Source: an optimization exercise on an open RTL-to-GDS flow (aim: small area, a short achievable clock period and few clock cycles per item). Production flows keep margins and buffers that such runs may drop. Function was checked by simulation only, so behaviour that the tests miss may differ from the original.

Setup of fjord:
==> flow/design.v (excerpt) <==
module aes256_concat (
    input  logic                clk,
    input  logic                rst_n,
    input  logic                s0_tvalid,
    output logic                s0_tready,
    input  logic [383:0]        s0_tdata,
    output logic                s_out_tvalid,
    input  logic                s_out_tready,
    output logic [127:0]        s_out_tdata
);
For scale: ~13000 cells after synthesis, about 89000 µm² of cells after synthesis.
==> flow/config.mk <==
export PLATFORM = sky130hd
export DESIGN_NAME = aes256_concat
export DESIGN_NICKNAME = aes256_concat
export VERILOG_FILES = /design/flow/design.v
export SDC_FILE = /design/flow/constraint.sdc
export NUM_CORES = 4
export LEC_CHECK = 0
export ABC_AREA = 1
export CAP_MARGIN = 20
export CORE_MARGIN = 2
export CORE_UTILIZATION = 40
export PLACE_DENSITY = 0.45
export SETUP_SLACK_MARGIN = 4.3
export SLEW_MARGIN = 20
==> flow/constraint.sdc <==
create_clock -name core_clock -period 7.0 [get_ports {clk}]
set_input_delay 1.4000 -clock core_clock [delete_from_list [all_inputs] [get_ports {clk}]]
set_output_delay 1.4000 -clock core_clock [all_outputs]
set_load 0.01 [all_outputs]
standard.sh (not shown) runs the stock make flow with config.mk's settings and CLKGATE_MAP_FILE= SYNTH_SCRIPT=/design/flow/synth_recipe.tcl, a recipe that flattens the netlist after the stock synthesis.
==> flow/flow/run.sh <==
#!/bin/bash
# The standard layout (standard.sh), except that global routing reserves more of met1 and met2
# (flow/fastroute.tcl) so that detailed routing starts from fewer met1 conflicts.
set -euo pipefail
here="$(pwd)"
bash standard.sh FASTROUTE_TCL="$here/flow/fastroute.tcl" finish > "$here/standard_make.log" 2>&1
==> flow/flow/fastroute.tcl <==
# Global routing layers as the platform sets them, but with more of met1 and met2 held back,
# so that the global router sends more of the horizontal demand to met3, which is mostly free.
set_global_routing_layer_adjustment met1 0.55
set_global_routing_layer_adjustment met2 0.35
set_global_routing_layer_adjustment met3-$::env(MAX_ROUTING_LAYER) 0.2

set_routing_layers -clock $::env(MIN_CLK_ROUTING_LAYER)-$::env(MAX_ROUTING_LAYER)
set_routing_layers -signal $::env(MIN_ROUTING_LAYER)-$::env(MAX_ROUTING_LAYER)
fjord: no failed stages, no open violations at the end
Testbench counts of fjord, summed over its fixed seeds: cycles 7,192, items 512.
Modified inputs, quartz compared to fjord
-- flow/config.mk --
<<< fjord, line 11
export CORE_UTILIZATION = 40
export PLACE_DENSITY = 0.45
export SETUP_SLACK_MARGIN = 4.3
export SLEW_MARGIN = 20
>>> quartz, line 11
export CORE_UTILIZATION = 40
export PLACE_DENSITY = 0.45
export SETUP_SLACK_MARGIN = 4.0
export SLEW_MARGIN = 20
## What came out
quartz vs fjord, capture point of the worst path: d1[5] vs d1[122]. Between fjord and quartz, the flow reports post-CTS setup buffer count decreasing by more than half. quartz: biggest cell delay along the critical path 0.05 ns below fjord. Lower largest driver fanout on the critical path among quartz and fjord: fjord. Clock skew (quartz over fjord): decrease, 0.0098 ns. Pre-CTS setup slack: quartz and fjord compared, higher one is quartz. | inverter count of the layout excluding clock inverters | fjord vs quartz | ≈ equal |. Proportion of cell area occupied by multi-input gates, quartz and fjord, lower one = quartz. Number of iterations in the first detailed-routing pass was higher in the run labelled fjord. met3 capacity usage during global routing was higher in fjord than in quartz.
Setup changes, quartz to ember
-- flow/config.mk --
<<< quartz, line 9
export CAP_MARGIN = 20
export CORE_MARGIN = 2
export CORE_UTILIZATION = 40
export PLACE_DENSITY = 0.45
export SETUP_SLACK_MARGIN = 4.0
export SLEW_MARGIN = 20
>>> ember, line 9
export CAP_MARGIN = 20
export CORE_MARGIN = 2
export CORE_UTILIZATION = 35
export PLACE_DENSITY = 0.4
export SETUP_SLACK_MARGIN = 4.0
export SLEW_MARGIN = 20
- Diff quartz -> ember: number of placed cells counting well taps increased about 2.5%; non-clock buffer count has increased.
- Going from quartz to ember, the relative area of clock buffers and inverters in the final design was found to have gone down by 0.23 points.
Inputs modified between ember and indigo:
-- flow/config.mk --
<<< ember, line 9
export CAP_MARGIN = 20
export CORE_MARGIN = 2
export CORE_UTILIZATION = 35
export PLACE_DENSITY = 0.4
export SETUP_SLACK_MARGIN = 4.0
export SLEW_MARGIN = 20
>>> indigo, line 9
export CAP_MARGIN = 20
export CORE_MARGIN = 2
export CORE_UTILIZATION = 45
export PLACE_DENSITY = 0.5
export SETUP_SLACK_MARGIN = 4.0
export SLEW_MARGIN = 20
Findings:
Taking ember as the reference, in indigo initial core utilization moved up, layout clock buffer count moved down, final critical path time including I/O delays and setup moved up, first-pass GRT wire length moved down, routed wire length on met3 moved up. Changes observed in indigo relative to ember: data arrival time of the critical path moved up; routed wire length fell about 5%; global-route track usage on met2 saw an increase; HPWL after detailed placement has decreased. Final critical-path setup slack, indigo and ember: smaller value in indigo.

## afterwards: timing with drivers on the ports
No port has a modelled driver above. Below, the same layouts with a new extraction and two added sets of constraints. Step 1 assumes that a clkbuf_16 drives the clock port and a buf_2 every other input. Step 2 times the ports against the registers' clock, not the clock port: input delays grow and output delays shrink by t, the midpoint of the rising clock arrivals with the driver on. a / b / c = ideal / step 1 / step 2; a / b = the first two.
| run | t, ns | slack for setup (ns) | pins driven straight from the clock port |
|---|---|---|---|
| fjord | 0.940 | 3.886 / 3.835 / 3.484 | 1 |
| quartz | 0.903 | 3.973 / 3.958 / 3.261 | 1 |
| ember | 0.913 | 4.016 / 3.958 / 3.319 | 1 |
| indigo | 0.897 | 3.589 / 3.589 / 3.310 | 1 |
After both steps every run listed still meets setup and hold. For quartz, which loses most, drivers alone change the setup slack by -0.015 ns; drivers and shift together by -0.712 ns.
